Source: an optimization exercise on an open RTL-to-GDS flow (aim: small area, a short achievable clock period and few clock cycles per item). Production flows keep margins and buffers that such runs may drop.
RTL that was checked went through simulation tests only; none was proved equivalent to the original.
No functional check of the RTL was part of runs 3 to 7.
No activity file was given, so power comes from the tool's default toggle rates.

$ cat design.v
package bat_pkg;
   localparam int TABLE_ENTRIES = 16;
   localparam int ADDR_W        = 32;
   localparam int COUNT_OUT_W   = 5;
   localparam int CNT_W         = $clog2(TABLE_ENTRIES + 1);
   typedef enum logic [1:0] {
      OP_CHECK  = 2'd0,
      OP_SET    = 2'd1,
      OP_DELETE = 2'd2,
      OP_CLEAR  = 2'd3
   } op_type;
endpackage
module bat_ctrl (
   input  logic        clock,
   input  logic        reset,
   input  logic        req_valid,
   output logic        req_ready,
   output logic        req_fire,
   input  logic        pend_valid,   
   input  logic        res_valid,    
   input  logic        res_success,
   input  logic [bat_pkg::COUNT_OUT_W-1:0] res_count,
   output logic        rsp_valid,
   input  logic        rsp_ready,
   output logic        rsp_success,
   output logic [bat_pkg::COUNT_OUT_W-1:0] rsp_entry_count
);
   localparam int RW = bat_pkg::COUNT_OUT_W + 1;
   logic [3:0]    qv_ff;             
   logic [RW-1:0] q_ff [4];
   logic [RW-1:0] res;
   logic          pop;
   assign res = {res_success, res_count};
   assign pop = qv_ff[0] && rsp_ready;
   logic          ready_ff;
   logic [3:0]    qv_in;
   assign req_ready = ready_ff;
   assign req_fire  = req_valid && ready_ff;
   assign rsp_valid       = qv_ff[0];
   assign rsp_success     = q_ff[0][RW-1];
   assign rsp_entry_count = q_ff[0][RW-2:0];
   logic [3:0]    qv_sh, qv_push;
   logic [RW-1:0] q_sh [4];
   always_comb begin
      qv_sh   = pop ? {1'b0, qv_ff[3:1]} : qv_ff;
      q_sh[0] = pop ? q_ff[1] : q_ff[0];
      q_sh[1] = pop ? q_ff[2] : q_ff[1];
      q_sh[2] = pop ? q_ff[3] : q_ff[2];
      q_sh[3] = q_ff[3];
      qv_push = {4{res_valid}} & ~qv_sh & {qv_sh[2:0], 1'b1};
   end
   assign qv_in = qv_sh | qv_push;
   always_ff @(posedge clock) begin
      if (reset) begin
         qv_ff    <= '0;
         ready_ff <= 1'b1;
      end else begin
         qv_ff    <= qv_in;
         ready_ff <= req_fire ? (pend_valid ? !qv_in[1] : !qv_in[2])
                              : (pend_valid ? !qv_in[2] : !qv_in[3]);
      end
   end
   always_ff @(posedge clock) begin
      for (int k = 0; k < 4; k++) begin
         q_ff[k] <= qv_sh[k] ? q_sh[k] : res;
      end
   end
endmodule
module bat_datapath (
   input  logic                            clock,
   input  logic                            reset,
   input  logic                            req_fire,
   input  logic [1:0]                      req_operation,
   input  logic [bat_pkg::ADDR_W-1:0]      req_address,
   output logic                            pend_valid,
   output logic                            res_valid,
   output logic                            res_success,
   output logic [bat_pkg::COUNT_OUT_W-1:0] res_count
);
   localparam int N = bat_pkg::TABLE_ENTRIES;
   logic [bat_pkg::ADDR_W-1:0] addr_ff [N];
   logic [N-1:0]               valid_ff;
   logic [bat_pkg::CNT_W-1:0]  count_ff;
   logic                       v0_ff;
   logic [1:0]                 op0_ff;
   logic [bat_pkg::ADDR_W-1:0] key0_ff;
   logic                       v_ff;
   logic [1:0]                 op_ff;
   logic [bat_pkg::ADDR_W-1:0] key_ff;
   logic [N-1:0]               eq_ff;      
   logic [N-1:0] eq_in;
   logic         fwd;
   logic [N-1:0] match, alloc, free_below;
   logic         hit, full, is_chk, is_set, is_del, is_clr, claim, drop;
   logic [N-1:0] valid_in;
   logic [bat_pkg::CNT_W-1:0] count_in;
   always_comb begin
      fwd = (key_ff == key0_ff);
      for (int i = 0; i < N; i++) begin
         eq_in[i] = alloc[i] ? fwd : (addr_ff[i] == key0_ff);
      end
   end
   always_ff @(posedge clock) begin
      if (reset) begin
         v0_ff <= 1'b0;
         v_ff  <= 1'b0;
      end else begin
         v0_ff <= req_fire;
         v_ff  <= v0_ff;
      end
      op0_ff  <= req_operation;
      key0_ff <= req_address;
      op_ff   <= op0_ff;
      key_ff  <= key0_ff;
      eq_ff  <= eq_in;
   end
   always_comb begin
      is_chk = v_ff && (op_ff == bat_pkg::OP_CHECK);
      is_set = v_ff && (op_ff == bat_pkg::OP_SET);
      is_del = v_ff && (op_ff == bat_pkg::OP_DELETE);
      is_clr = v_ff && (op_ff == bat_pkg::OP_CLEAR);
      for (int i = 0; i < N; i++) begin
         match[i] = valid_ff[i] && eq_ff[i];
      end
      hit  = |match;
      full = count_ff[bat_pkg::CNT_W-1];
      free_below[0] = 1'b0;
      for (int i = 1; i < N; i++) begin
         free_below[i] = free_below[i-1] || !valid_ff[i-1];
      end
      alloc = ~valid_ff & ~free_below;
      claim = is_set && !hit && !full;
      drop  = is_del && hit;
      for (int i = 0; i < N; i++) begin
         valid_in[i] = !is_clr && ((valid_ff[i] && !(is_del && match[i])) || (claim && alloc[i]));
      end
      if (is_clr)     count_in = '0;
      else if (claim) count_in = count_ff + bat_pkg::CNT_W'(1);
      else if (drop)  count_in = count_ff - bat_pkg::CNT_W'(1);
      else            count_in = count_ff;
      res_success = hit || is_clr || (is_set && !full);
   end
   assign pend_valid = v0_ff;
   assign res_valid  = v_ff;
   assign res_count = bat_pkg::COUNT_OUT_W'(count_in);
   always_ff @(posedge clock) begin
      if (reset) begin
         valid_ff <= '0;
         count_ff <= '0;
      end else begin
         valid_ff <= valid_in;
         count_ff <= count_in;
      end
      for (int i = 0; i < N; i++) begin
         if (alloc[i]) addr_ff[i] <= key_ff;
      end
   end
endmodule
module breakpoint_address_table_unit (
   input  logic                   clock,
   input  logic                   reset,
   input  logic                   req_valid,
   output logic                   req_ready,
   input  logic [1:0]             req_operation,
   input  logic [bat_pkg::ADDR_W-1:0]      req_address,
   output logic                   rsp_valid,
   input  logic                   rsp_ready,
   output logic                   rsp_success,
   output logic [bat_pkg::COUNT_OUT_W-1:0] rsp_entry_count
);
   logic                            req_fire;
   logic                            pend_valid;
   logic                            res_valid;
   logic                            res_success;
   logic [bat_pkg::COUNT_OUT_W-1:0] res_count;
   bat_ctrl u_ctrl (
      .clock           (clock),
      .reset           (reset),
      .req_valid       (req_valid),
      .req_ready       (req_ready),
      .req_fire        (req_fire),
      .pend_valid      (pend_valid),
      .res_valid       (res_valid),
      .res_success     (res_success),
      .res_count       (res_count),
      .rsp_valid       (rsp_valid),
      .rsp_ready       (rsp_ready),
      .rsp_success     (rsp_success),
      .rsp_entry_count (rsp_entry_count)
   );
   bat_datapath u_datapath (
      .clock         (clock),
      .reset         (reset),
      .req_fire      (req_fire),
      .req_operation (req_operation),
      .req_address   (req_address),
      .pend_valid    (pend_valid),
      .res_valid     (res_valid),
      .res_success   (res_success),
      .res_count     (res_count)
   );
endmodule
$ cat flow/run.sh
#!/bin/bash
set -euo pipefail
bash standard.sh "BUFFER_PORTS_ARGS=-buffer_cell sky130_fd_sc_hd__buf_2" finish > make_finish.log 2>&1
$ cat standard.sh
#!/bin/bash
# synth_recipe.tcl (not shown) runs the flow's synth.tcl, then flattens the netlist and writes it again
# the make line also repeats each setting of config.mk as NAME=value (left out here)
make -C /OpenROAD-flow-scripts/flow DESIGN_CONFIG=/design/flow/config.mk WORK_HOME=/design/flow/orfs CLKGATE_MAP_FILE= SYNTH_SCRIPT=/design/flow/synth_recipe.tcl "${@:-finish}"
$ cat config.mk
export PLATFORM = sky130hd
export DESIGN_NAME = breakpoint_address_table_unit
export DESIGN_NICKNAME = breakpoint_address_table_unit
export VERILOG_FILES = /design/flow/design.v
export SDC_FILE = /design/flow/constraint.sdc
export NUM_CORES = 4
export LEC_CHECK = 0
export CAP_MARGIN = 20
export CORE_MARGIN = 2
export CORE_UTILIZATION = 65
export CTS_BUF_LIST = sky130_fd_sc_hd__clkbuf_16
export CTS_CLUSTER_DIAMETER = 100
export CTS_CLUSTER_SIZE = 30
export SETUP_SLACK_MARGIN = 3.75
export SLEW_MARGIN = 20
$ cat constraint.sdc
create_clock -name core_clock -period 6.0 [get_ports {clock}]
set_input_delay 1.2000 -clock core_clock [delete_from_list [all_inputs] [get_ports {clock}]]
set_output_delay 1.2000 -clock core_clock [all_outputs]
set_load 0.01 [all_outputs]
==> metrics.csv, run 1 <==
metric,value,unit
clockRootBuffer,clkbuf_16,
path_cells,buf_2,
start_util,65.9,%
synth-compound-area-share,1.81,%
synth_seq_cells,648,
synthMuxAreaShare,1.00,%
vias,15400,
startpoint_type,flip-flop,
period_needed,2.33,ns
fmax,429,MHz
required,4.80,ns
period_share,38.9,%
drt_iter0_markers,2039,
track_usage,35.7,%
htree_levels,1,
drv_slew,0,
dp_hpwl,44500,um
coreArea,0.0398,mm2
grt_overflow,0,
clk_latency,0.62,ns
peakVddDrop,0.286,mV
post_drt_wl_per_cell,31.1,um
synth_top_area_share,61.3,%
slowest_stage,edfxtp_1,
endpoint_kind,output port,
synthSimpleGateAreaFrac,7.39,%
num_antenna_cells,0,
outcome,no timing/DRC/antenna violations,
r2r_cells,7,
min-delay-start,u_datapath.op0_ff[1],
power,7.56,mW
cts_buffers,25,
rsz0062_at_grt,yes,
numClockSinks,648,
worstHoldEndpoint,u_datapath.op_ff[1],
synth_top_family_by_area,XOR/XNOR gates,
cap_viol_max_count,0,
synth_fa_ha_area_share,0.0953,%
slew_headroom,21.9,%
grt_pass1_vias,14300,
path_clk_slew,0.11,ns
seqCellArea,0.0184,mm2
placed_cell_area,0.0275,mm2
dieArea,0.0420,mm2
clk_path_buf_depth,3,
hp-class,flip-flop to flip-flop,
fill_cells,2639,
tightest_slew,1.17,ns
synth_xor_area_share,18.2,%
ys_top_cells_by_area,"edfxtp_1 61%, xnor2_1 17%, dfxtp_1 8.5%, nand4_1 3.3%, xor2_1 1.5%",
hold_slack,0.342,ns
antenna_left,0,
drc,0,
finalSetupTns,0,ns
critPathKind,flip-flop to output port,
io_buffers,45,
skew,0.0318,ns
synth_cell_types,51,
syn_nets,1774,
yosysSeqAreaShare,69.9,%
synthCells,1734,
p_leak,8.89,nW
tritoncts,yes,
first_pass_iters,5,
crit_path_max_fanout,1,
wirelength,73500,um
path_buf_inv,1,
ys_async_sr_fraction,0,%
netlist_area,0.0262,mm2
worstPathArrival,1.13,ns
path_delay_family,flip-flops,
whs_path_depth,0,
gp_congestion,0.927,
synth-edff-count,536,
fp.dieW,205,um
die_y,205,um
grt_max_degree,35,
final_area,0.0286,mm2
multi_input_area,0.00779,mm2
finalHoldViolCount,0,
antenna_found_initial,3,
syn_to_final_growth,9.08,%
fp-row-count,73,
boundaryPins,46,
num-nets-final,1857,
setup_viol,0,
synth_ff_type,edfxtp_1,
rrSetupSlack,3.73,ns
grt_pass1_wl,103000,um
power.density,264,mW/mm2
synth_area_per_cell,15.1,um2
synth_area_leader_cell,edfxtp_1,
drt-vias-per-instance,6.51,
r2r-start,u_datapath.key0_ff[14],
critical-path-max-stage-delay,0.39,ns
ys_warn_count,5,
timing.rr.end,u_datapath.eq_ff[2],
drive_gt1_share,12.7,%
==> cells by family after synthesis <==
family                   Yosys count
XOR/XNOR                         545
multiplexers                      26
AND/OR/NAND/NOR                  351
flip-flops                       648
buffers and inverters             93
AO/OA/AOI/OAI                     69
adder cells (fa/ha/maj)            2
==> sequential cells by signal, summed over array words and instances, names as in the netlist <==
name and count:
u_datapath.v_ff 1, u_ctrl.qv_ff 4, u_datapath.key_ff 32, u_datapath.valid_ff 16
u_datapath.op_ff 2, u_datapath.op0_ff 2, u_datapath.addr_ff 512, u_datapath.v0_ff 1
u_datapath.eq_ff 16, u_ctrl.ready_ff 1, u_datapath.key0_ff 32, u_datapath.count_ff 5
u_ctrl.q_ff 24
==> routing by layer <==
| metal | up-vias | GRT usage [%] | share of wire [%] |
|---|---|---|---|
| li1 | 6441 | - | - |
| met1 | 7786 | 53.0 | 39 |
| met2 | 991 | 55.8 | 46 |
| met3 | 152 | 4.92 | 12 |
| met4 | 2 | 10.4 | 3.3 |
| met5 | - | 0 | 0.0068 |
==> power breakdown <==
group / switching [mW] / leakage, nW / internal [mW]
sequential: 0.0449 / 5.88 / 4.90
clock: 1.31 / 0.421 / 0.778
combinational: 0.346 / 2.59 / 0.181
total: 1.70 / 8.89 / 5.86
==> timing repair <==
item                                    CTS  global route
buffers inserted                          9             4
gates resized for setup                  46            20
hold buffers                              0             0
cloned                                    3             1
endpoints found under the setup margin  280           221
pin swaps                                 6             4
==> cells in the final DEF (no fill, tap or decap), types with 4 or more instances in the layout <==
cell type	synthesis	routed
a32oi_1	9	9
nor2_4	0	9
dfxtp_4	0	4
o211ai_1	7	7
nor4_1	42	31
nand2_1	75	73
a31oi_1	4	4
clkbuf_16	0	26
xor2_1	46	46
nand3_1	16	14
nor2_1	34	28
buf_4	2	79
a22o_1	4	4
nand2b_1	5	5
nor3b_4	0	4
buf_2	43	43
edfxtp_1	536	536
mux2i_1	24	21
dfxtp_1	112	89
o21ai_0	15	15
inv_1	7	26
a21oi_1	12	12
dfxtp_2	0	19
and2_1	5	5
nand4_1	139	139
nor3_1	8	5
buf_12	0	5
buf_6	3	10
a221oi_1	5	5
nor4_2	0	10
xnor2_1	499	499
==> final cells by class <==
type | instances | area share (%)
clock buffers | 25 | 2.19
clock inverters | 21 | 0.336
inverters | 7 | 0.0918
multi-input cells | 996 | 27.2
flip-flops and latches | 648 | 64.2
well taps | 525 | 2.29
repair buffers | 139 | 3.71
==> worst max-delay path by stage <==
stage,from,to,cells past startpoint
global route,u_ctrl.q_ff[0][3],rsp_entry_count[3],1
global placement,u_datapath.valid_ff[2],u_datapath.addr_ff[14][27],5
finish,u_ctrl.q_ff[0][3],rsp_entry_count[3],1
detailed placement,u_datapath.key0_ff[1],u_datapath.eq_ff[2],6
CTS,u_ctrl.q_ff[0][3],rsp_entry_count[3],1
floorplan,u_datapath.valid_ff[0],u_datapath.addr_ff[12][0],4
==> through the flow <==
stage	setup slack, ns	std cells	util (%)
5_1_grt	3.61	2361	71.9
3_3_place_gp	3.06	2296	68.9
4_1_cts	3.64	2356	71.6
2_1_floorplan	3.34	1734	-
6_report	3.67	2361	71.9
3_5_place_dp	3.21	2298	69.0
==> cells in the mapped netlist, types with 12 or more instances <==
library cell    n
xnor2_1       499
clkbuf_1       33
xor2_1         46
nor4_1         42
nand4_1       139
o21ai_0        15
nor2_1         34
nand2_1        75
mux2i_1        24
buf_2          43
nand3_1        16
edfxtp_1      536
dfxtp_1       112
a21oi_1        12
Testbench counts, summed over its fixed seeds: cycles 6,012, items 6,000.
==> run 2: changes to the inputs <==
--- a/config.mk
+++ b/config.mk
@@ -9,3 +9,3 @@
 export CORE_MARGIN = 2
-export CORE_UTILIZATION = 65
+export CORE_UTILIZATION = 72
 export CTS_BUF_LIST = sky130_fd_sc_hd__clkbuf_16
==> run 2 against run 1 <==
- still clean
- combinational power increased by 3%
- worst setup slack improved by 0.016 ns
- synthesized area unchanged
- global-route usage increased by 2.2 points
- utilization increased by 7.5 points
- final area decreased by 0.88%
- flip-flop and latch count unchanged
- register-to-register slack about the same
- largest cell class unchanged
- highest routed layer is now met4
==> metrics.csv, run 2 <==
metric,value,unit,change
layout_commonest_cell,edfxtp_1,,
synth_ff_type,edfxtp_1,,
reg_top3,"u_datapath.addr_ff x512, u_datapath.key0_ff x32, u_datapath.key_ff x32",,
hp-class,flip-flop to flip-flop,,
cap_viol_max_count,0,,unchanged
rsz0062_at_grt,yes,,
dp.cells,2230,,-3.0%
gp_congestion,0.886,,-4.4%
p_leak,8.84,nW,-0.63%
ys_top_cells_by_area,"edfxtp_1 61%, xnor2_1 17%, dfxtp_1 8.5%, nand4_1 3.3%, xor2_1 1.5%",,
clockRootBuffer,clkbuf_16,,
track_usage,37.9,%,+2.2 points
synth_top_area_share,61.3,%,unchanged
drive_gt1_share,11.3,%,-1.4 points
fill_cells,2051,,-22%
dp_hpwl,41800,um,-6.2%
synth_common_cells,"536 x edfxtp_1, 499 x xnor2_1, 139 x nand4_1",,
critPathKind,flip-flop to output port,,
fp.dieW,195,um,-4.9%
hold_slack,0.339,ns,-0.00257 ns
synth.most_common_cell,edfxtp_1,,
fp-row-count,69,,-5.5%
synth_area_per_cell,15.1,um2,unchanged
vias,15500,,+0.66%
layout_common_cells,"536 x edfxtp_1, 499 x xnor2_1, 139 x nand4_1, 102 x dfxtp_1, 77 x buf_4",,
grt_pass1_vias,14900,,+4.6%
regMostFlops,u_datapath.addr_ff,,
power.density,266,mW/mm2,+0.79%
period_share,38.6,%,-0.26 points
dieArea,0.0380,mm2,-9.5%
clk_path_buf_depth,3,,unchanged
tritoncts,yes,,
htree_levels,1,,unchanged
syn_to_final_growth,8.12,%,
slowest_stage,edfxtp_1,,
clk_latency,0.60,ns,-0.02 ns
outcome,no timing/DRC/antenna violations,,
path_clk_slew,0.12,ns,about the same
drv_slew,0,,unchanged
path_delay_family,flip-flops,,
syn_nets,1774,,unchanged
ys_warn_count,5,,unchanged
tightest_slew,1.11,ns,-0.0561 ns
drt_iter0_markers,2384,,+17%
layout.cells.non_filler,2287,,-3.1%
ys_async_sr_fraction,0,%,unchanged
num_antenna_cells,0,,unchanged
required,4.80,ns,about the same
die_y,195,um,-4.9%
crit_path_max_fanout,1,,unchanged
first_pass_iters,5,,unchanged
grt_overflow,0,,unchanged
synth_seq_cells,648,,unchanged
yosysSeqAreaShare,69.9,%,unchanged
synth_area_leader_cell,edfxtp_1,,
synth_cell_types,51,,unchanged
boundaryPins,46,,unchanged
coreArea,0.0357,mm2,-10%
antenna_left,0,,unchanged
numClockSinks,648,,unchanged
ctsHoldBuffers,0,,unchanged
path_buf_inv,1,,unchanged
netlist_area,0.0262,mm2,unchanged
post_drt_wl_per_cell,31.4,um,+0.72%
drc,0,,unchanged
grt_pass1_wl,101000,um,-2.0%
fmax,432,MHz,+0.67%
final_core_util,79.4,%,+7.5 points
critical-path-max-stage-delay,0.39,ns,about the same
largest_reg_flops,512,,unchanged
grt_max_degree,35,,unchanged
wirelength,71700,um,-2.4%
peakVddDrop,0.291,mV,+1.7%
num-nets-final,1848,,-0.48%
finalHoldViolCount,0,,unchanged
slew_headroom,25.7,%,+3.7 points
startpoint_type,flip-flop,,
synth-edff-count,536,,unchanged
skew,0.0328,ns,+0.00103 ns
antenna_found_initial,2,,-1
synthCells,1734,,unchanged
path_cells,buf_2,,
period_needed,2.32,ns,-0.0156 ns
endpoint_kind,output port,,
cts_buffers,25,,unchanged
setup_viol,0,,unchanged
start_util,73.4,%,+7.5 points
worstPathArrival,1.12,ns,about the same
finalSetupTns,0,ns,unchanged
io_buffers,45,,unchanged
drt-vias-per-instance,6.77,,+3.9%
run 2: cell counts after synthesis:
No cell type changed its count.
run 2: power breakdown:
| group | internal, mW | switching [mW] | leakage [nW] |
|---|---|---|---|
| clock | 0.777 | 1.30 | 0.415 |
| sequential | 4.90 | 0.0309 | 5.88 |
| combinational | 0.180 | 0.366 | 2.55 |
| total | 5.86 | 1.69 | 8.84 |
run 2: metrics by stage:
stage / power, mW / instance area [um2] / setup WS (ns)
2_1_floorplan: 5.33 / 26400 / 3.34
3_3_place_gp: 5.54 / 27400 / 3.25
3_5_place_dp: 5.56 / 27400 / 3.21
4_1_cts: 7.52 / 28200 / 3.66
5_1_grt: 7.70 / 28400 / 3.62
6_report: 7.55 / 28400 / 3.68
run 2: layer usage:
| layer | track usage (%) | vias up | wire, um |
|---|---|---|---|
| li1 | - | 6408 | - |
| met1 | 52.9 | 7696 | 25600 |
| met2 | 60.5 | 1169 | 33400 |
| met3 | 6.87 | 201 | 9420 |
| met4 | 14.4 | 0 | 3320 |
| met5 | 0 | - | 0 |
run 2: worst paths after layout:
path                          startpoint                   to  slack, ns  cells after the start
hold / removal      u_datapath.op0_ff[1]  u_datapath.op_ff[1]       0.34                      0
setup / recovery       u_ctrl.q_ff[0][3]   rsp_entry_count[3]       3.68                      1
setup reg to reg  u_datapath.valid_ff[0]  u_datapath.eq_ff[2]       3.73                      5
hold reg to reg     u_datapath.op0_ff[1]  u_datapath.op_ff[1]       0.34                      0
run 2: logic make-up (layout without fill, tap and decap cells):
group / after synthesis / in the layout / share of synthesized area [%]
compound gates: 69 / 69 / 1.81
xor+xnor: 545 / 545 / 18.2
fa+ha+maj: 2 / 2 / 0.0953
buf+inv: 93 / 185 / 1.65
flops: 648 / 648 / 69.9
mux: 26 / 26 / 1.00
simple gates: 351 / 351 / 7.39
run 2: repair_timing:
item,CTS,global route
gates cloned,0,1
endpoints found under the hold margin,0,0
gates resized for setup,20,20
pin swaps,1,2
endpoints found under the setup margin,230,280
buffers inserted,4,6
run 2: area by class of cell:
type | count | area, um2 | area share (%)
flip-flops and latches | 648 | 18400 | 64.7
multi-input cells | 993 | 7720 | 27.2
repair buffers | 133 | 980 | 3.45
clock buffers | 25 | 626 | 2.20
well taps | 461 | 577 | 2.03
clock inverters | 20 | 92.6 | 0.326
inverters | 7 | 26.3 | 0.0926
==> run 3: changes to the inputs <==
--- a/design.v
+++ b/design.v
@@ -38,5 +38,7 @@
    assign req_fire  = req_valid && ready_ff;
-   assign rsp_valid       = qv_ff[0];
-   assign rsp_success     = q_ff[0][RW-1];
-   assign rsp_entry_count = q_ff[0][RW-2:0];
+   logic          ov_ff;
+   logic [RW-1:0] o_ff;
+   assign rsp_valid       = ov_ff;
+   assign rsp_success     = o_ff[RW-1];
+   assign rsp_entry_count = o_ff[RW-2:0];
    logic [3:0]    qv_sh, qv_push;
@@ -63,3 +65,9 @@
    always_ff @(posedge clock) begin
-      for (int k = 0; k < 4; k++) begin
+      if (reset) ov_ff <= 1'b0;
+      else       ov_ff <= qv_ff[1] || (ov_ff && !rsp_ready) || res_valid;
+   end
+   always_ff @(posedge clock) begin
+      q_ff[0] <= !qv_sh[0] ? res : pop ? q_ff[1] : o_ff;
+      o_ff    <= !qv_sh[0] ? res : pop ? q_ff[1] : q_ff[0];
+      for (int k = 1; k < 4; k++) begin
          q_ff[k] <= qv_sh[k] ? q_sh[k] : res;
==> run.sh (new file) <==
#!/bin/bash
# synth_recipe.tcl (not shown) runs the flow's synth.tcl, then flattens the netlist and writes it again
# the make line also repeats each setting of config.mk as NAME=value (left out here)
make -C /OpenROAD-flow-scripts/flow DESIGN_CONFIG=/design/flow/config.mk WORK_HOME=/design/flow/orfs CLKGATE_MAP_FILE= SYNTH_SCRIPT=/design/flow/synth_recipe.tcl finish
--- a/config.mk
+++ b/config.mk
@@ -9,3 +9,3 @@
 export CORE_MARGIN = 2
-export CORE_UTILIZATION = 72
+export CORE_UTILIZATION = 65
 export CTS_BUF_LIST = sky130_fd_sc_hd__clkbuf_16
@@ -13,3 +13,3 @@
 export CTS_CLUSTER_SIZE = 30
-export SETUP_SLACK_MARGIN = 3.75
+export SETUP_SLACK_MARGIN = 3.8
 export SLEW_MARGIN = 20
removed: flow/run.sh
removed: standard.sh
==> run 3 against run 2 <==
- die area grew 10%
- still clean
- via count hardly changed
- routed wire length is 4.0% higher
- global-route usage is 1.7 points lower
- final area is 4.8% higher
==> metrics.csv, run 3 <==
metric,value,unit,change
largest_reg_flops,512,,unchanged
outcome,no timing/DRC/antenna violations,,
setup_viol,0,,unchanged
startpoint_type,flip-flop,,
fin_ws,3.73,ns,+0.0497 ns
die_y,205,um,+5.1%
dieArea,0.0419,mm2,+10%
numClockSinks,655,,+1.1%
synth_common_cells,"530 x edfxtp_1, 489 x xnor2_1, 126 x nand4_1",,
synth_area_leader_cell,edfxtp_1,,
finalSetupTns,0,ns,unchanged
layout.cells.non_filler,2409,,+5.3%
synth_seq_cells,655,,+1.1%
whs_path_depth,0,,unchanged
syn_nets,1762,,-0.68%
drt_iter0_markers,1988,,-17%
min-delay-start,u_datapath.op0_ff[1],,
skew,0.0176,ns,-0.0152 ns
placed_cell_area,0.0277,mm2,+1.1%
pre_cts_ws,2.52,ns,-0.698 ns
grt_max_degree,35,,unchanged
synth_cell_types,53,,+3.9%
dp.cells,2287,,+2.6%
path_clk_slew,0.12,ns,about the same
synth-edff-count,530,,-1.1%
regMostFlops,u_datapath.addr_ff,,
first_pass_iters,6,,+1
timing.rr.end,u_datapath.eq_ff[6],,
coreArea,0.0397,mm2,+11%
boundaryPins,46,,unchanged
grt_pass1_vias,14800,,-0.66%
tritoncts,yes,,
grt_pass1_wl,105000,um,+3.3%
cap_viol_max_count,0,,unchanged
track_usage,36.2,%,-1.7 points
rrSetupSlack,3.73,ns,about the same
r2r_cells,7,,+2
synth_area_per_cell,15.2,um2,+0.53%
vias,15500,,-0.026%
slew_headroom,24.1,%,-1.6 points
gp_congestion,0.888,,+0.17%
post_drt_wl_per_cell,31.0,um,-1.3%
ys_warn_count,5,,unchanged
tightest_slew,1.14,ns,+0.0232 ns
antenna_left,0,,unchanged
fp.dieW,205,um,+5.1%
synthCells,1722,,-0.69%
syn_to_final_growth,13.5,%,
reg_top3,"u_datapath.addr_ff x512, u_datapath.key0_ff x32, u_datapath.key_ff x32",,
drc,0,,unchanged
final_area,0.0297,mm2,+4.8%
seqCellArea,0.0185,mm2,+0.78%
r2r-start,u_datapath.key0_ff[24],,
htree_levels,1,,unchanged
fp-row-count,73,,+5.8%
start_util,66.0,%,-7.5 points
grt_overflow,0,,unchanged
peakVddDrop,0.240,mV,-17%
dp_hpwl,41700,um,-0.20%
finalHoldViolCount,0,,unchanged
p_leak,9.34,nW,+5.7%
period_needed,2.27,ns,-0.0497 ns
final_core_util,74.9,%,-4.5 points
clockRootBuffer,clkbuf_16,,
yosysSeqAreaShare,70.3,%,+0.42 points
power.density,258,mW/mm2,-3.1%
synth_top_area_share,60.7,%,-0.59 points
cts_buffers,25,,unchanged
layout_common_cells,"530 x edfxtp_1, 489 x xnor2_1, 126 x nand4_1, 109 x buf_4, 90 x dfxtp_1",,
layout_commonest_cell,edfxtp_1,,
wirelength,74600,um,+4.0%
synth.most_common_cell,edfxtp_1,,
clk_latency,0.61,ns,about the same
antenna_found_initial,1,,-1
drive_gt1_share,16.0,%,+4.7 points
required,6.53,ns,+1.73 ns
ys_top_cells_by_area,"edfxtp_1 61%, xnor2_1 16%, dfxtp_1 9.5%, nand4_1 3.0%, xor2_1 2.1%",,
ctsHoldBuffers,0,,unchanged
critPathKind,flip-flop to flip-flop,,
rsz0062_at_grt,yes,,
endpoint_kind,flip-flop,,
worstPathArrival,2.79,ns,+1.67 ns
multi_input_area,0.00783,mm2,+1.3%
period_share,37.8,%,-0.83 points
clk_path_buf_depth,3,,unchanged
fmax,441,MHz,+2.2%
crit_path_max_fanout,11,,+10
num-nets-final,1905,,+3.1%
netlist_area,0.0262,mm2,-0.17%
hp-class,flip-flop to flip-flop,,
synth_ff_type,edfxtp_1,,
drt-vias-per-instance,6.42,,-5.1%
ys_async_sr_fraction,0,%,unchanged
drv_slew,0,,unchanged
io_buffers,45,,unchanged
fill_cells,2476,,+21%
worstHoldEndpoint,u_datapath.op_ff[1],,
num_antenna_cells,0,,unchanged
[run 3: cell types whose count changed in the layout (fill, tap and decap cells not counted), sizes merged, moves of 14 or more]
cell / delta
a21oi: +14
clkdlybuf4s50: +37
xor2: +18
buf: +25
a22oi: +22
[run 3: layout make-up]
class	count	area share (%)
clock buffers	25	2.10
repair buffers	196	6.71
inverters	14	0.185
clock inverters	21	0.294
flip-flops and latches	655	62.2
well taps	525	2.21
multi-input cells	973	26.3
[run 3: kinds of logic after synthesis]
| group | after synthesis | synth area share [%] |
|---|---|---|
| XOR/XNOR | 553 | 18.5 |
| AND/OR/NAND/NOR | 312 | 6.77 |
| adder cells (fa/ha/maj) | 2 | 0.0955 |
| multiplexers | 16 | 0.630 |
| AO/OA/AOI/OAI | 86 | 2.13 |
| flip-flops | 655 | 70.3 |
| buffers and inverters | 98 | 1.60 |
[run 3: what timing repair did]
item | in CTS | in global routing
gates cloned | 5 | 1
gates resized for setup | 127 | 85
setup buffers | 26 | 43
endpoints found under the setup margin | 334 | 182
pin swaps | 16 | 10
[run 3: how the worst max path moves through the flow]
stage	from	to	slack [ns]	cells past startpoint
after CTS	u_datapath.key0_ff[12]	u_datapath.eq_ff[2]	3.68	7
final	u_datapath.key0_ff[24]	u_datapath.eq_ff[6]	3.73	7
after floorplan	u_datapath.valid_ff[3]	u_datapath.addr_ff[14][0]	3.12	4
after global placement	rsp_ready	u_ctrl.ready_ff	2.59	6
after detailed placement	rsp_ready	u_ctrl.ready_ff	2.52	6
after global routing	rsp_ready	u_ctrl.ready_ff	3.70	7
[run 3: metrics by stage]
stage                     total power [mW]  hold slack (ns)
after floorplan                       5.37            0.310
after global placement                5.63            0.310
after detailed placement              5.63            0.318
after CTS                             7.64            0.342
after global routing                  7.87            0.344
final                                 7.67            0.337
[run 3: critical path, stage by stage, from the launching register on]
cell,delay [ns]
dfxtp_4,0.38
buf_12,0.11
buf_4,0.26
xnor2_1,0.16
nand4_1,0.38
nor4_1,0.50
nand2_1,0.17
mux2i_1,0.20
[run 3: routing by layer]
| metal | GRT usage [%] | share of wire, % | routed length, um | up-vias |
|---|---|---|---|---|
| met5 | 0 | 0 | 0 | - |
| met1 | 50.9 | 38 | 28000 | 7882 |
| met2 | 57.4 | 47 | 35200 | 935 |
| li1 | - | - | - | 6487 |
| met4 | 14.2 | 4.5 | 3320 | 0 |
| met3 | 5.44 | 11 | 8120 | 166 |
[run 3: power breakdown]
part / switching, mW / internal (mW) / total, mW
Combinational: 0.377 / 0.223 / 0.600
Clock: 1.32 / 0.775 / 2.09
Sequential: 0.0389 / 4.94 / 4.98
Total: 1.73 / 5.94 / 7.67
==> run 4: changes to the inputs <==
--- a/config.mk
+++ b/config.mk
@@ -13,3 +13,3 @@
 export CTS_CLUSTER_SIZE = 30
-export SETUP_SLACK_MARGIN = 3.8
+export SETUP_SLACK_MARGIN = 3.75
 export SLEW_MARGIN = 20
==> run 4 against run 3 <==
- routed wire length shrank 0.10%
- largest cell class unchanged
- synthesized cell count is the same
- die area did not move
- critical path depth down 6
- register-to-register slack is essentially flat
- synthesized area unchanged
- worst setup slack worse by 0.011 ns
- clock skew down 0.0015 ns
- non-clock buffer count down 34
- flip-flop and latch count unchanged
- highest routed layer unchanged
- still clean
==> metrics.csv, run 4 <==
metric,value,unit,change
drt-vias-per-instance,6.45,,+0.40%
synth_cell_types,53,,unchanged
drive_gt1_share,13.6,%,-2.4 points
seqCellArea,0.0185,mm2,about the same
clk_latency,0.61,ns,about the same
tritoncts,yes,,
htree_levels,1,,unchanged
antenna_left,0,,unchanged
die_y,205,um,unchanged
critPathKind,flip-flop to output port,,
boundaryPins,46,,unchanged
yosysSeqAreaShare,70.3,%,unchanged
synth_xor_area_share,18.5,%,unchanged
required,4.80,ns,-1.73 ns
top_layer,met4,,
min-delay-start,u_datapath.op0_ff[1],,
clockRootBuffer,clkbuf_16,,
fill_cells,2479,,+0.12%
critical-path-max-stage-delay,0.37,ns,-0.13 ns
p_switching,1.74,mW,+0.26%
fin_ws,3.72,ns,-0.0113 ns
first_pass_iters,5,,-1
synth_ff_type,edfxtp_1,,
numClockSinks,655,,unchanged
largest_reg_flops,512,,unchanged
synthCells,1722,,unchanged
wl_met1,28400,um,+1.4%
period_share,38.0,%,+0.19 points
skew,0.0161,ns,-0.00155 ns
drt_iter0_markers,2164,,+8.9%
synthSimpleGateAreaFrac,6.77,%,unchanged
drv_slew,0,,unchanged
finalHoldViolCount,0,,unchanged
coreArea,0.0397,mm2,unchanged
fp.dieW,205,um,unchanged
startpoint_type,flip-flop,,
dp_hpwl,42000,um,+0.83%
synth_common_cells,"530 x edfxtp_1, 489 x xnor2_1, 126 x nand4_1",,
crit_path_max_fanout,2,,-9
dieArea,0.0419,mm2,unchanged
synth_seq_cells,655,,unchanged
syn_nets,1762,,unchanged
slowest_stage,dfxtp_2,,
ys_async_sr_fraction,0,%,unchanged
r2r-start,u_datapath.key0_ff[18],,
wirelength,74500,um,-0.10%
ys_warn_count,5,,unchanged
path_cells,buf_6,,
clk_path_buf_depth,3,,unchanged
gp_congestion,0.871,,-1.8%
synthMuxAreaShare,0.630,%,unchanged
peakVddDrop,0.245,mV,+2.1%
synth-compound-area-share,2.13,%,unchanged
cap_viol_max_count,0,,unchanged
layout.cells.non_filler,2375,,-1.4%
vias,15300,,-1.0%
multi_input_area,0.00778,mm2,-0.59%
setup_viol,0,,unchanged
worstPathArrival,1.08,ns,-1.71 ns
endpoint_kind,output port,,
hp-class,flip-flop to flip-flop,,
drc,0,,unchanged
fmax,439,MHz,-0.49%
grt_pass1_wl,104000,um,-0.72%
synth-edff-count,530,,unchanged
power_frac_clock,27.4,%,about the same
start_util,66.0,%,unchanged
syn_to_final_growth,11.7,%,
path_clk_slew,0.11,ns,about the same
power.density,262,mW/mm2,+1.4%
cts_buffers,25,,unchanged
p_leak,9.11,nW,-2.5%
synth_area_leader_cell,edfxtp_1,,
io_buffers,45,,unchanged
ys_top_cells_by_area,"edfxtp_1 61%, xnor2_1 16%, dfxtp_1 9.5%, nand4_1 3.0%, xor2_1 2.1%",,
dr_wl_met2,35200,um,about the same
pwr-share-seq,65.1,%,+0.2 points
tightest_slew,0.744,ns,-0.392 ns
outcome,no timing/DRC/antenna violations,,
final_core_util,73.7,%,-1.2 points
netlist_area,0.0262,mm2,unchanged
path_delay_family,flip-flops,,
num_antenna_cells,0,,unchanged
post_drt_wl_per_cell,31.4,um,+1.3%
reg_top3,"u_datapath.addr_ff x512, u_datapath.key0_ff x32, u_datapath.key_ff x32",,
slew_headroom,50.0,%,+26 points
track_usage,36.0,%,-0.17 points
synth_fa_ha_area_share,0.0955,%,unchanged
synth_area_per_cell,15.2,um2,unchanged
p_int,5.92,mW,-0.28%
p_comb_share,7.5,%,-0.3 points
pre_cts_ws,2.58,ns,+0.0686 ns
layout_common_cells,"530 x edfxtp_1, 489 x xnor2_1, 126 x nand4_1, 93 x buf_4, 92 x dfxtp_1",,
synth_top_area_share,60.7,%,unchanged
antenna_found_initial,2,,+1
ctsHoldBuffers,0,,unchanged
synth.most_common_cell,edfxtp_1,,
startpoint,u_ctrl.ready_ff,,
period_needed,2.28,ns,+0.0113 ns
synth_top_family_by_area,XOR/XNOR gates,,
grt_overflow,0,,unchanged
finalSetupTns,0,ns,unchanged
fp-row-count,73,,unchanged
rsz0062_at_grt,yes,,
grt_pass1_vias,14700,,-0.60%
grt_max_degree,35,,unchanged
regMostFlops,u_datapath.addr_ff,,
switching_share,22.7,%,+0.096 points
num-nets-final,1871,,-1.8%
hold_slack,0.343,ns,+0.00654 ns
wl_met3,7940,um,-2.2%
layout_commonest_cell,edfxtp_1,,
dp.cells,2286,,-0.044%
path_buf_inv,1,,-1
## run 4: final timing paths
kind                            slack (ns)                   end  cells after the start
worst max-delay path                  3.72             req_ready                      1
worst min register to register        0.34   u_datapath.op_ff[1]                      0
worst max register to register        3.72  u_datapath.eq_ff[13]                      6
worst min-delay path                  0.34   u_datapath.op_ff[1]                      0
## run 4: per-layer routing
metal	vias to the layer above	GRT usage [%]
li1	6412	-
met2	955	57.5
met5	-	0
met1	7786	51.1
met3	159	4.85
met4	0	13.1
## run 4: through the flow
| step | area (um2) | power (mW) |
|---|---|---|
| global placement | 27700 | 5.62 |
| CTS | 28900 | 7.64 |
| global route | 29300 | 7.84 |
| finish | 29300 | 7.66 |
| floorplan | 26300 | 5.37 |
| detailed placement | 27700 | 5.63 |
## run 4: repair_timing
| item | 4_1_cts | 5_1_grt |
|---|---|---|
| pin swaps | 10 | 13 |
| gates cloned | 5 | 1 |
| resized for setup | 113 | 47 |
| hold endpoints to repair | 0 | 0 |
| endpoints found under the setup margin | 298 | 183 |
| buffers inserted | 15 | 21 |
## run 4: power groups by stage
stage	Sequential [mW]	Clock [mW]	Combinational, mW
after floorplan	5.09	0	0.282
after global placement	5.09	0	0.538
after detailed placement	5.09	0	0.545
after CTS	4.99	2.11	0.554
after global routing	4.99	2.26	0.592
final	4.98	2.10	0.575
## run 4: cells by family (layout without fill, tap and decap cells)
kind of cell,Yosys count,after routing
compound gates,86,87
xor+xnor,553,553
fa+ha+maj,2,2
buf+inv,98,222
flops,655,655
mux,16,16
simple gates,312,315
## run 4: area by class of cell
type / count / area share [%]
multi-input combinational: 973 / 26.6
clock buffer: 25 / 2.14
timing repair buffer: 162 / 5.42
sequential: 655 / 63.1
inverter: 14 / 0.188
clock inverter: 21 / 0.299
tap: 525 / 2.24
==> run 5: changes to the inputs <==
--- a/design.v
+++ b/design.v
@@ -11,2 +11,6 @@
    } op_type;
+   localparam logic [1:0] DELTA_SAME = 2'd0;
+   localparam logic [1:0] DELTA_INC  = 2'd1;
+   localparam logic [1:0] DELTA_DEC  = 2'd2;
+   localparam logic [1:0] DELTA_ZERO = 2'd3;
 endpackage
@@ -22,2 +26,3 @@
    input  logic [bat_pkg::COUNT_OUT_W-1:0] res_count,
+   input  logic [1:0]  res_delta,    
    output logic        rsp_valid,
@@ -27,11 +32,19 @@
 );
-   localparam int RW = bat_pkg::COUNT_OUT_W + 1;
+   localparam int CW = bat_pkg::COUNT_OUT_W;
+   localparam int RW = CW + 1;
+   localparam int DW = 3;
    logic [3:0]    qv_ff;             
-   logic [RW-1:0] q_ff [4];
+   logic [RW-1:0] h_ff;              
+   logic [DW-1:0] d_ff [1:3];        
    logic [RW-1:0] res;
+   logic [DW-1:0] res_d;
    logic          pop;
-   assign res = {res_success, res_count};
-   assign pop = qv_ff[0] && rsp_ready;
    logic          ready_ff;
-   logic [3:0]    qv_in;
+   logic [3:0]    qv_sh, qv_push, qv_in;
+   logic [DW-1:0] d_sh [1:3];
+   logic [RW-1:0] h_next;
+   logic [CW-1:0] h_cnt, next_cnt;
+   assign res   = {res_success, res_count};
+   assign res_d = {res_success, res_delta};
+   assign pop   = qv_ff[0] && rsp_ready;
    assign req_ready = ready_ff;
@@ -43,11 +56,18 @@
    assign rsp_entry_count = o_ff[RW-2:0];
-   logic [3:0]    qv_sh, qv_push;
-   logic [RW-1:0] q_sh [4];
+   assign h_cnt = h_ff[CW-1:0];
+   always_comb begin
+      unique case (d_ff[1][1:0])
+         bat_pkg::DELTA_SAME: next_cnt = h_cnt;
+         bat_pkg::DELTA_INC:  next_cnt = h_cnt + CW'(1);
+         bat_pkg::DELTA_DEC:  next_cnt = h_cnt - CW'(1);
+         default:             next_cnt = '0;
+      endcase
+   end
    always_comb begin
       qv_sh   = pop ? {1'b0, qv_ff[3:1]} : qv_ff;
-      q_sh[0] = pop ? q_ff[1] : q_ff[0];
-      q_sh[1] = pop ? q_ff[2] : q_ff[1];
-      q_sh[2] = pop ? q_ff[3] : q_ff[2];
-      q_sh[3] = q_ff[3];
+      d_sh[1] = pop ? d_ff[2] : d_ff[1];
+      d_sh[2] = pop ? d_ff[3] : d_ff[2];
+      d_sh[3] = d_ff[3];
       qv_push = {4{res_valid}} & ~qv_sh & {qv_sh[2:0], 1'b1};
+      h_next  = !qv_sh[0] ? res : {d_ff[1][DW-1], next_cnt};
    end
@@ -69,6 +89,6 @@
    always_ff @(posedge clock) begin
-      q_ff[0] <= !qv_sh[0] ? res : pop ? q_ff[1] : o_ff;
-      o_ff    <= !qv_sh[0] ? res : pop ? q_ff[1] : q_ff[0];
+      h_ff <= (qv_sh[0] && !pop) ? o_ff : h_next;
+      o_ff <= (qv_sh[0] && !pop) ? h_ff : h_next;
       for (int k = 1; k < 4; k++) begin
-         q_ff[k] <= qv_sh[k] ? q_sh[k] : res;
+         d_ff[k] <= qv_sh[k] ? d_sh[k] : res_d;
       end
@@ -85,3 +105,4 @@
    output logic                            res_success,
-   output logic [bat_pkg::COUNT_OUT_W-1:0] res_count
+   output logic [bat_pkg::COUNT_OUT_W-1:0] res_count,
+   output logic [1:0]                      res_delta
 );
@@ -153,2 +174,5 @@
    assign res_count = bat_pkg::COUNT_OUT_W'(count_in);
+   assign res_delta = is_clr ? bat_pkg::DELTA_ZERO :
+                      claim  ? bat_pkg::DELTA_INC  :
+                      drop   ? bat_pkg::DELTA_DEC  : bat_pkg::DELTA_SAME;
    always_ff @(posedge clock) begin
@@ -183,2 +207,3 @@
    logic [bat_pkg::COUNT_OUT_W-1:0] res_count;
+   logic [1:0]                      res_delta;
    bat_ctrl u_ctrl (
@@ -193,2 +218,3 @@
       .res_count       (res_count),
+      .res_delta       (res_delta),
       .rsp_valid       (rsp_valid),
@@ -207,3 +233,4 @@
       .res_success   (res_success),
-      .res_count     (res_count)
+      .res_count     (res_count),
+      .res_delta     (res_delta)
    );
--- a/config.mk
+++ b/config.mk
@@ -13,3 +13,3 @@
 export CTS_CLUSTER_SIZE = 30
-export SETUP_SLACK_MARGIN = 3.75
+export SETUP_SLACK_MARGIN = 3.8
 export SLEW_MARGIN = 20
==> run 5 against run 4 <==
- still clean
- worst setup slack got worse by 0.19 ns
- global-route usage rose by 0.43 points
- critical path depth rose by 6
- non-clock buffer count rose by 44
- utilization rose by 1.5 points
- final area rose by 1.7%
- via count rose by 1.5%
- power fell by 1.0%
- first-iteration DRC count fell by 17%
- largest power group unchanged
==> metrics.csv, run 5 <==
metric,value,unit,change
startpoint_type,flip-flop,,
syn_nets,1759,,-0.17%
rrSetupSlack,3.53,ns,-0.19 ns
outcome,no timing/DRC/antenna violations,,
crit_path_max_fanout,8,,+6
grt_pass1_wl,105000,um,+1.0%
slew_headroom,24.3,%,-26 points
numClockSinks,646,,-1.4%
p_leak,9.41,nW,+3.3%
grt_overflow,0,,unchanged
dp.cells,2285,,-0.044%
layout_commonest_cell,edfxtp_1,,
fmax,404,MHz,-7.8%
fill_cells,2487,,+0.32%
coreArea,0.0396,mm2,-0.23%
tritoncts,yes,,
regMostFlops,u_datapath.addr_ff,,
largest_reg_flops,512,,unchanged
critPathKind,flip-flop to flip-flop,,
cp.depth,7,,+6
post_drt_wl_per_cell,31.2,um,-0.43%
timing.rr.end,u_datapath.addr_ff[15][15],,
startpoint,u_datapath.valid_ff[9],,
period_needed,2.47,ns,+0.194 ns
drt-vias-per-instance,6.43,,-0.24%
synth_seq_cells,646,,-1.4%
peakVddDrop,0.247,mV,+0.59%
synth.most_common_cell,edfxtp_1,,
tightest_slew,1.13,ns,+0.389 ns
hp-class,flip-flop to flip-flop,,
start_util,65.7,%,-0.28 points
ys_top_cells_by_area,"edfxtp_1 60%, xnor2_1 16%, dfxtp_1 9.6%, nand4_1 3.0%, xor2_1 2.1%",,
drc,0,,unchanged
clk_latency,0.61,ns,about the same
synth_cell_types,57,,+7.5%
crit_top_cell,buf_12,,
ys_warn_count,5,,unchanged
drv_slew,0,,unchanged
r2r-start,u_datapath.valid_ff[9],,
dieArea,0.0417,mm2,-0.64%
cp-endpoint,u_datapath.addr_ff[15][15],,
synth_area_per_cell,15.2,um2,about the same
cap_viol_max_count,0,,unchanged
boundaryPins,46,,unchanged
skew,0.0250,ns,+0.00897 ns
ctsHoldBuffers,0,,unchanged
power.density,254,mW/mm2,-2.7%
num-nets-final,1918,,+2.5%
clockRootBuffer,clkbuf_16,,
ys_async_sr_fraction,0,%,unchanged
track_usage,36.4,%,+0.43 points
vias,15500,,+1.5%
reg_top3,"u_datapath.addr_ff x512, u_datapath.key0_ff x32, u_datapath.key_ff x32",,
critical-path-max-stage-delay,0.65,ns,+0.28 ns
synthCells,1712,,-0.58%
path_cells,nand4_1 -> or3_4 -> nor3b_4 -> buf_6 -> buf_12 -> buf_12 -> buf_16,,
synth_common_cells,"521 x edfxtp_1, 488 x xnor2_1, 125 x dfxtp_1, 125 x nand4_1, 73 x clkbuf_1",,
antenna_left,0,,unchanged
slowest_stage,dfxtp_1,,
syn_to_final_growth,14.4,%,
path_delay_family,simple AND/OR/NAND/NOR gates,,
required,6.34,ns,+1.54 ns
finalSetupTns,0,ns,unchanged
gp_congestion,0.860,,-1.4%
synth_area_leader_cell,edfxtp_1,,
layout_common_cells,"521 x edfxtp_1, 487 x xnor2_1, 125 x nand4_1, 106 x buf_4, 100 x dfxtp_1",,
cts_buffers,25,,unchanged
grt_max_degree,35,,unchanged
period_share,41.2,%,+3.2 points
setup_viol,0,,unchanged
clk_path_buf_depth,3,,unchanged
io_buffers,45,,unchanged
synth-edff-count,521,,-1.7%
dp_hpwl,41500,um,-1.4%
wirelength,75500,um,+1.3%
yosysSeqAreaShare,69.7,%,-0.58 points
fp-row-count,73,,unchanged
synth_top_area_share,60.1,%,-0.64 points
endpoint_kind,flip-flop,,
worstPathArrival,2.81,ns,+1.73 ns
layout.cells.non_filler,2417,,+1.8%
r2r_cells,7,,+1
antenna_found_initial,2,,unchanged
path_buf_inv,4,,+3
drive_gt1_share,15.0,%,+1.4 points
finalHoldViolCount,0,,unchanged
synth_ff_type,edfxtp_1,,
htree_levels,1,,unchanged
first_pass_iters,5,,unchanged
grt_pass1_vias,14800,,+0.41%
drt_iter0_markers,1793,,-17%
power,7.58,mW,-1.0%
netlist_area,0.0260,mm2,-0.65%
rsz0062_at_grt,yes,,
fp.dieW,204,um,-0.32%
path_clk_slew,0.12,ns,about the same
die_y,204,um,-0.32%
run 5: timing repair:
item | in CTS | in global routing
setup buffers | 50 | 20
pin swaps | 11 | 13
hold endpoints to repair | 0 | 0
gates cloned | 8 | 6
setup endpoints to repair | 283 | 277
gates resized for setup | 130 | 60
run 5: worst reg2reg max path, delay by kind of cell, from the launching register on:
family / cells / cell delay, ns
flip-flops: 1 / 0.65
buffers and inverters: 4 / 0.51
AND/OR/NAND/NOR: 3 / 1.05
run 5: kinds of logic (layout without fill, tap and decap cells):
| family | after synthesis | count (layout) | synth area share [%] |
|---|---|---|---|
| flops | 646 | 646 | 69.7 |
| xor+xnor | 551 | 551 | 18.5 |
| simple gates | 316 | 319 | 6.91 |
| buf+inv | 89 | 263 | 1.33 |
| compound gates | 75 | 75 | 2.03 |
| mux | 26 | 26 | 1.03 |
| fa+ha+maj | 9 | 9 | 0.461 |
| other cells | 0 | 3 | 0 |
run 5: routing by layer:
| metal | global-route usage (%) | part of all wire, % |
|---|---|---|
| met2 | 58.5 | 47 |
| met5 | 0 | 0 |
| met3 | 7.59 | 11 |
| met1 | 49.1 | 37 |
| met4 | 14.5 | 5.2 |
run 5: power breakdown:
part           switching (mW)  leakage, nW  internal [mW]
Clock                    1.30        0.417          0.777
Combinational           0.378         3.19          0.216
Sequential             0.0389         5.81           4.87
run 5: final cells by class:
class / instances / area (um2) / area share, %
Sequential cell: 646 / 18200 / 61.1
Multi-Input combinational cell: 980 / 7960 / 26.7
Timing Repair Buffer: 206 / 2200 / 7.38
Tap cell: 525 / 657 / 2.21
Clock buffer: 25 / 626 / 2.10
Clock inverter: 20 / 87.6 / 0.294
Inverter: 12 / 45.0 / 0.151
Antenna cell: 3 / 7.51 / 0.0252
run 5: metrics by stage:
| stage | setup slack, ns | hold WS, ns | util [%] | area [um2] |
|---|---|---|---|---|
| after floorplan | 2.95 | 0.310 | - | 26200 |
| after global placement | 2.74 | 0.315 | 69.7 | 27600 |
| after detailed placement | 2.72 | 0.315 | 69.7 | 27600 |
| after CTS | 3.55 | 0.341 | 74.0 | 29300 |
| after global routing | 3.56 | 0.348 | 75.1 | 29800 |
| final | 3.53 | 0.335 | 75.1 | 29800 |
run 5: worst min-delay path by stage:
stage | start | to | slack [ns] | cells past startpoint
final | u_datapath.op0_ff[0] | u_datapath.op_ff[0] | 0.34 | 0
after global routing | u_datapath.op0_ff[0] | u_datapath.op_ff[0] | 0.35 | 0
after CTS | u_datapath.op0_ff[0] | u_datapath.op_ff[0] | 0.34 | 0
after detailed placement | u_datapath.op0_ff[0] | u_datapath.op_ff[0] | 0.31 | 0
after global placement | u_datapath.op0_ff[0] | u_datapath.op_ff[0] | 0.31 | 0
after floorplan | u_datapath.op0_ff[0] | u_datapath.op_ff[0] | 0.31 | 0
==> run 6: changes to the inputs <==
==> flow/run.sh (new file) <==
#!/bin/bash
set -euo pipefail
bash standard.sh "BUFFER_PORTS_ARGS=-buffer_cell sky130_fd_sc_hd__buf_2" finish > make_finish.log 2>&1
==> standard.sh (new file) <==
#!/bin/bash
# synth_recipe.tcl (not shown) runs the flow's synth.tcl, then flattens the netlist and writes it again
# the make line also repeats each setting of config.mk as NAME=value (left out here)
make -C /OpenROAD-flow-scripts/flow DESIGN_CONFIG=/design/flow/config.mk WORK_HOME=/design/flow/orfs CLKGATE_MAP_FILE= SYNTH_SCRIPT=/design/flow/synth_recipe.tcl "${@:-finish}"
removed: run.sh
==> run 6 against run 5 <==
- synthesized area did not move
- largest power group unchanged
- clock power barely moved
- count of clock-buffer cells in the layout did not move
- via count fell by 2.5%
- still clean
- register-to-register slack improved by 0.15 ns
- flip-flop and latch count did not move
- final area fell by 2.6%
==> metrics.csv, run 6 <==
metric,value,unit,change
outcome,no timing/DRC/antenna violations,,
peakVddDrop,0.401,mV,+63%
synth_ff_type,edfxtp_1,,
first_pass_iters,5,,unchanged
setup_viol,0,,unchanged
synth_area_per_cell,15.2,um2,unchanged
fp.dieW,204,um,unchanged
p_leak,9.15,nW,-2.7%
clockRootBuffer,clkbuf_16,,
wirelength,73900,um,-2.2%
drv_slew,0,,unchanged
endpoint_kind,flip-flop,,
finalSetupTns,0,ns,unchanged
power.density,261,mW/mm2,+2.5%
start_util,65.7,%,unchanged
cts_buffers,25,,unchanged
antenna_found_initial,1,,-1
fp-row-count,73,,unchanged
period_needed,2.32,ns,-0.148 ns
fmax,430,MHz,+6.4%
grt_pass1_wl,103000,um,-2.1%
synth.most_common_cell,edfxtp_1,,
drt_iter0_markers,1954,,+9.0%
ys_async_sr_fraction,0,%,unchanged
drive_gt1_share,15.3,%,+0.22 points
vias,15200,,-2.5%
layout_common_cells,"521 x edfxtp_1, 486 x xnor2_1, 125 x nand4_1, 100 x dfxtp_1, 90 x buf_4",,
synth_seq_cells,646,,unchanged
clk_path_buf_depth,3,,unchanged
drc,0,,unchanged
ctsHoldBuffers,0,,unchanged
seqCellArea,0.0182,mm2,unchanged
synth-edff-count,521,,unchanged
die_y,204,um,unchanged
synth_cell_types,57,,unchanged
antenna_left,0,,unchanged
largest_reg_flops,512,,unchanged
hold_slack,0.338,ns,+0.00255 ns
finalHoldViolCount,0,,unchanged
period_share,38.7,%,-2.5 points
required,6.34,ns,about the same
syn_nets,1759,,unchanged
crit_path_max_fanout,8,,unchanged
gp_congestion,0.886,,+3.1%
hp-class,flip-flop to flip-flop,,
rsz0062_at_grt,yes,,
regMostFlops,u_datapath.addr_ff,,
tritoncts,yes,,
netlist_area,0.0260,mm2,unchanged
synth_top_area_share,60.1,%,unchanged
p_switching,1.73,mW,+0.63%
ys_top_cells_by_area,"edfxtp_1 60%, xnor2_1 16%, dfxtp_1 9.6%, nand4_1 3.0%, xor2_1 2.1%",,
track_usage,35.8,%,-0.57 points
skew,0.0281,ns,+0.00310 ns
critPathKind,flip-flop to flip-flop,,
coreArea,0.0396,mm2,unchanged
worstPathArrival,2.66,ns,-0.15 ns
io_buffers,45,,unchanged
multi_input_area,0.00799,mm2,+0.31%
grt_max_degree,35,,unchanged
slew_headroom,33.1,%,+8.8 points
synth_area_leader_cell,edfxtp_1,,
cap_viol_max_count,0,,unchanged
ys_warn_count,5,,unchanged
startpoint_type,flip-flop,,
fill_cells,2560,,+2.9%
htree_levels,1,,unchanged
dieArea,0.0417,mm2,unchanged
grt_pass1_vias,14200,,-3.8%
tightest_slew,1.00,ns,-0.129 ns
drt-vias-per-instance,6.38,,-0.85%
post_drt_wl_per_cell,31.1,um,-0.51%
grt_overflow,0,,unchanged
synth_common_cells,"521 x edfxtp_1, 488 x xnor2_1, 125 x dfxtp_1, 125 x nand4_1, 73 x clkbuf_1",,
syn_to_final_growth,11.5,%,
numClockSinks,646,,unchanged
boundaryPins,46,,unchanged
pre_cts_ws,2.53,ns,-0.192 ns
yosysSeqAreaShare,69.7,%,unchanged
synthCells,1712,,unchanged
num-nets-final,1878,,-2.1%
reg_top3,"u_datapath.addr_ff x512, u_datapath.key0_ff x32, u_datapath.key_ff x32",,
clk_latency,0.61,ns,about the same
pwr-share-seq,64.9,%,about the same
power_frac_clock,27.6,%,+0.2 points
path_clk_slew,0.11,ns,about the same
fin_ws,3.68,ns,+0.148 ns
layout_commonest_cell,edfxtp_1,,
p_int,5.84,mW,-0.31%
p_comb_share,7.5,%,-0.3 points
switching_share,22.8,%,+0.17 points
final_core_util,73.2,%,-1.9 points
dp_hpwl,43500,um,+4.9%
==> run 6: cell types whose count changed in the layout (fill, tap and decap cells not counted), moves of 3 or more <==
cell / delta
buf_12: -12
buf_6: -3
buf_4: -16
buf_16: -4
buf_2: +36
clkdlybuf4s50_1: -36
nor4_4: +4
nor4_1: -4
clkbuf_16: -4
==> run 6: logic make-up after synthesis <==
group	count (synthesis)	share of synthesized area [%]
flip-flops	646	69.7
XOR/XNOR	551	18.5
AND/OR/NAND/NOR	316	6.91
adder cells (fa/ha/maj)	9	0.461
AO/OA/AOI/OAI	75	2.03
buffers and inverters	89	1.33
multiplexers	26	1.03
==> run 6: path summary, 6_finish.rpt <==
path         cells after the start                         to  slack (ns)              startpoint
max                              7  u_datapath.addr_ff[15][6]        3.68  u_datapath.valid_ff[3]
min                              0        u_datapath.op_ff[1]        0.34    u_datapath.op0_ff[1]
max reg2reg                      7  u_datapath.addr_ff[15][6]        3.68  u_datapath.valid_ff[3]
min reg2reg                      0        u_datapath.op_ff[1]        0.34    u_datapath.op0_ff[1]
==> run 6: power groups by stage <==
stage	logic (mW)	clock network, mW	registers, mW
6_report	0.568	2.09	4.91
5_1_grt	0.589	2.24	4.91
4_1_cts	0.546	2.10	4.91
3_5_place_dp	0.535	0	5.01
3_3_place_gp	0.529	0	5.01
2_1_floorplan	0.284	0	5.02
==> run 6: critical path, cell delays in order, from the launching register on <==
cell and delay, ns:
dfxtp_4 0.38, nand4_4 0.11, or4_4 0.56, or3_4 0.44, nor3b_4 0.21, buf_4 0.14, buf_6 0.10, buf_16 0.12
==> run 6: metrics by stage <==
step	area, um2	cells	power, mW
CTS	28600	2348	7.55
finish	29000	2376	7.57
global placement	27400	2283	5.54
detailed placement	27400	2284	5.55
global route	29000	2374	7.74
floorplan	26200	1712	5.30
==> run 6: timing repair <==
action,in CTS,in global routing
pin swaps,11,9
resized for setup,77,43
cloned,3,1
buffers inserted,16,24
endpoints found under the setup margin,333,191
==> run 6: area by class of cell <==
type	count	area share (%)
Multi-Input combinational cell	979	27.5
Sequential cell	646	62.7
Antenna cell	2	0.0172
Clock inverter	20	0.302
Timing Repair Buffer	167	4.88
Inverter	12	0.155
Tap cell	525	2.26
Clock buffer	25	2.16
==> run 6: per-layer routing <==
metal / vias up / global-route usage [%] / wire, um
met3: 157 / 6.51 / 7920
met4: 0 / 13.7 / 3240
met2: 886 / 56.2 / 34600
met5: - / 0 / 0
li1: 6419 / - / -
met1: 7690 / 50.6 / 28100
==> run 7: changes to the inputs <==
--- a/design.v
+++ b/design.v
@@ -51,7 +51,5 @@
    assign req_fire  = req_valid && ready_ff;
-   logic          ov_ff;
-   logic [RW-1:0] o_ff;
-   assign rsp_valid       = ov_ff;
-   assign rsp_success     = o_ff[RW-1];
-   assign rsp_entry_count = o_ff[RW-2:0];
+   assign rsp_valid       = qv_ff[0];
+   assign rsp_success     = h_ff[RW-1];
+   assign rsp_entry_count = h_ff[RW-2:0];
    assign h_cnt = h_ff[CW-1:0];
@@ -85,8 +83,3 @@
    always_ff @(posedge clock) begin
-      if (reset) ov_ff <= 1'b0;
-      else       ov_ff <= qv_ff[1] || (ov_ff && !rsp_ready) || res_valid;
-   end
-   always_ff @(posedge clock) begin
-      h_ff <= (qv_sh[0] && !pop) ? o_ff : h_next;
-      o_ff <= (qv_sh[0] && !pop) ? h_ff : h_next;
+      if (!qv_sh[0] || pop) h_ff <= h_next;
       for (int k = 1; k < 4; k++) begin
--- a/config.mk
+++ b/config.mk
@@ -13,3 +13,3 @@
 export CTS_CLUSTER_SIZE = 30
-export SETUP_SLACK_MARGIN = 3.8
+export SETUP_SLACK_MARGIN = 3.75
 export SLEW_MARGIN = 20
==> run 7 against run 6 <==
- routed wire length up 0.10%
- final area down 2.6%
- via count fell by 2.3%
- critical path depth is 6 lower
- largest power group unchanged
- die area decreased by 1.3%
- sequential share of layout area is 1.4 points higher
==> metrics.csv, run 7 <==
metric,value,unit,change
power.density,266,mW/mm2,+1.8%
gp_congestion,0.930,,+4.9%
peakVddDrop,0.275,mV,-31%
drt_iter0_markers,2136,,+9.3%
drive_gt1_share,14.1,%,-1.1 points
synth_common_cells,"527 x edfxtp_1, 493 x xnor2_1, 128 x nand4_1",,
netlist_area,0.0257,mm2,-1.3%
slew_headroom,24.9,%,-8.2 points
crit_path_max_fanout,2,,-6
htree_levels,1,,unchanged
cts_buffers,25,,unchanged
tightest_slew,1.12,ns,+0.120 ns
final_area,0.0283,mm2,-2.6%
outcome,no timing/DRC/antenna violations,,
skew,0.0284,ns,+0.000255 ns
die_y,203,um,-0.64%
path_buf_inv,1,,-2
boundaryPins,46,,unchanged
ys_top_cells_by_area,"edfxtp_1 62%, xnor2_1 17%, dfxtp_1 8.7%, nand4_1 3.1%, xor2_1 1.9%",,
path_clk_slew,0.11,ns,about the same
switching_share,22.8,%,about the same
grt_max_degree,35,,unchanged
rrSetupSlack,3.73,ns,+0.05 ns
synthCells,1654,,-3.4%
vias,14800,,-2.3%
power_frac_clock,27.7,%,about the same
ys_warn_count,5,,unchanged
critPathKind,flip-flop to output port,,
synth_area_leader_cell,edfxtp_1,,
antenna_left,0,,unchanged
start_util,66.2,%,+0.51 points
fp.dieW,203,um,-0.64%
regMostFlops,u_datapath.addr_ff,,
synth_area_per_cell,15.5,um2,+2.2%
numClockSinks,639,,-1.1%
pwr-share-seq,65.1,%,+0.2 points
whs_path_depth,0,,unchanged
grt_pass1_vias,14000,,-1.5%
slowest_stage,edfxtp_1,,
path_delay_family,flip-flops,,
clk_path_buf_depth,3,,unchanged
r2r_cells,6,,-1
required,4.80,ns,-1.54 ns
dp_hpwl,42000,um,-3.4%
drc,0,,unchanged
fmax,423,MHz,-1.6%
multi_input_area,0.00758,mm2,-5.1%
finalHoldViolCount,0,,unchanged
p_leak,8.82,nW,-3.6%
syn_to_final_growth,10.0,%,
fp-row-count,72,,-1.4%
first_pass_iters,7,,+2
synth.most_common_cell,edfxtp_1,,
track_usage,35.9,%,+0.077 points
synth_seq_cells,639,,-1.1%
dieArea,0.0411,mm2,-1.3%
p_int,5.80,mW,-0.83%
coreArea,0.0388,mm2,-2.1%
p_comb_share,7.2,%,-0.3 points
period_needed,2.36,ns,+0.0380 ns
period_share,39.4,%,+0.63 points
path_cells,buf_2,,
ys_async_sr_fraction,0,%,unchanged
seqCellArea,0.0181,mm2,-0.47%
io_buffers,45,,unchanged
antenna_found_initial,2,,+1
syn_nets,1700,,-3.4%
grt_pass1_wl,102000,um,-0.60%
hp-class,flip-flop to flip-flop,,
grt_overflow,0,,unchanged
synth_cell_types,55,,-3.5%
cp.depth,1,,-6
cap_viol_max_count,0,,unchanged
startpoint_type,flip-flop,,
endpoint_kind,output port,,
layout_commonest_cell,edfxtp_1,,
ctsHoldBuffers,0,,unchanged
layout_common_cells,"527 x edfxtp_1, 493 x xnor2_1, 128 x nand4_1, 87 x dfxtp_1, 76 x buf_4",,
clk_latency,0.60,ns,about the same
placed_cell_area,0.0269,mm2,-1.7%
num-nets-final,1804,,-3.9%
synth_ff_type,edfxtp_1,,
drv_slew,0,,unchanged
synth_top_area_share,61.6,%,+1.5 points
finalSetupTns,0,ns,unchanged
wirelength,73900,um,+0.10%
critical-path-max-stage-delay,0.41,ns,-0.15 ns
tritoncts,yes,,
largest_reg_flops,512,,unchanged
synth-edff-count,527,,+1.2%
p_switching,1.71,mW,-0.74%
clockRootBuffer,clkbuf_16,,
setup_viol,0,,unchanged
fill_cells,2477,,-3.2%
post_drt_wl_per_cell,32.2,um,+3.7%
yosysSeqAreaShare,70.3,%,+0.60 points
reg_top3,"u_datapath.addr_ff x512, u_datapath.key0_ff x32, u_datapath.key_ff x32",,
rsz0062_at_grt,yes,,
worstPathArrival,1.16,ns,-1.50 ns
drt-vias-per-instance,6.46,,+1.3%
## run 7: path summary, 6_finish.rpt
kind | from | end
max reg2reg | u_datapath.key0_ff[7] | u_datapath.eq_ff[11]
min reg2reg | u_datapath.op0_ff[1] | u_datapath.op_ff[1]
min | u_datapath.op0_ff[1] | u_datapath.op_ff[1]
max | u_ctrl.h_ff[1] | rsp_entry_count[1]
## run 7: final cells by class
class | count | share of cell area, %
inverter | 10 | 0.133
multi-input combinational | 937 | 26.8
sequential | 639 | 64.1
antenna | 1 | 0.00885
clock inverter | 18 | 0.301
tap | 518 | 2.29
timing repair buffer | 145 | 4.13
clock buffer | 25 | 2.21
## run 7: cell families (layout without fill, tap and decap cells)
family	Yosys count	count (layout)	share of synthesized area, %
xor gates and xnor gates	549	549	18.7
adders and majority gates	8	8	0.419
muxes	24	24	0.964
DFF	639	639	70.3
AOI/OAI and AO/OA	56	56	1.50
buffers and inverters	84	198	1.49
and+or+nand+nor	294	300	6.60
other	0	1	0
## run 7: what timing repair did
item / 4_1_cts / 5_1_grt
pin swaps: 5 / 5
setup buffers: 14 / 11
gates cloned: 1 / 6
endpoints found under the setup margin: 373 / 313
resized for setup: 51 / 36
## run 7: per-layer routing
| layer | routed length [um] | share of wire (%) | global-route usage (%) |
|---|---|---|---|
| met5 | 0 | 0 | 0 |
| met4 | 2980 | 4.0 | 11.8 |
| met3 | 8970 | 12 | 6.89 |
| met2 | 34300 | 46 | 57.1 |
| met1 | 27700 | 37 | 50.7 |
## run 7: per-stage QoR
step                      hold WS (ns)  utilization, %  power [mW]  worst slack, ns  instances
after floorplan                  0.310               -        5.26             3.22       1654
after global placement           0.314            69.4        5.50             3.11       2217
after detailed placement         0.315            69.4        5.50             3.14       2217
after CTS                        0.340            72.0        7.50             3.47       2275
after global routing             0.350            72.8        7.69             3.59       2292
final                            0.341            72.8        7.51             3.64       2293
## run 7: power groups by stage
stage                     Combinational, mW  Clock (mW)  Sequential (mW)
after floorplan                       0.280           0             4.98
after global placement                0.510           0             4.99
after detailed placement              0.512           0             4.99
after CTS                             0.522        2.09             4.89
after global routing                  0.557        2.24             4.89
final                                 0.537        2.08             4.89

==> what the ideal ports hide <==
In the flow no input, the clock included, has a driving cell. The finished layouts below were timed again as built, in two steps. Step 1, drivers: a clkbuf_16 drives clock and a buf_2 each remaining input, both assumed. Step 2 also shifts input and output timing later by t, the mid clock arrival at the registers, as if the neighbouring blocks saw the same clock. Three values: ideal ports, drivers, drivers and shift; two values: the first two.
| run | t (ns) | slack for setup (ns) |
|---|---|---|
| run 1 | 0.659 | 3.667 / 3.606 / 3.324 |
| run 2 | 0.643 | 3.683 / 3.628 / 3.325 |
| run 3 | 0.659 | 3.733 / 3.677 / 3.129 |
| run 4 | 0.659 | 3.721 / 3.662 / 3.288 |
| run 5 | 0.651 | 3.528 / 3.528 / 3.300 |
| run 6 | 0.651 | 3.676 / 3.673 / 3.287 |
| run 7 | 0.649 | 3.638 / 3.579 / 3.328 |
After both steps every run listed still meets setup and hold.
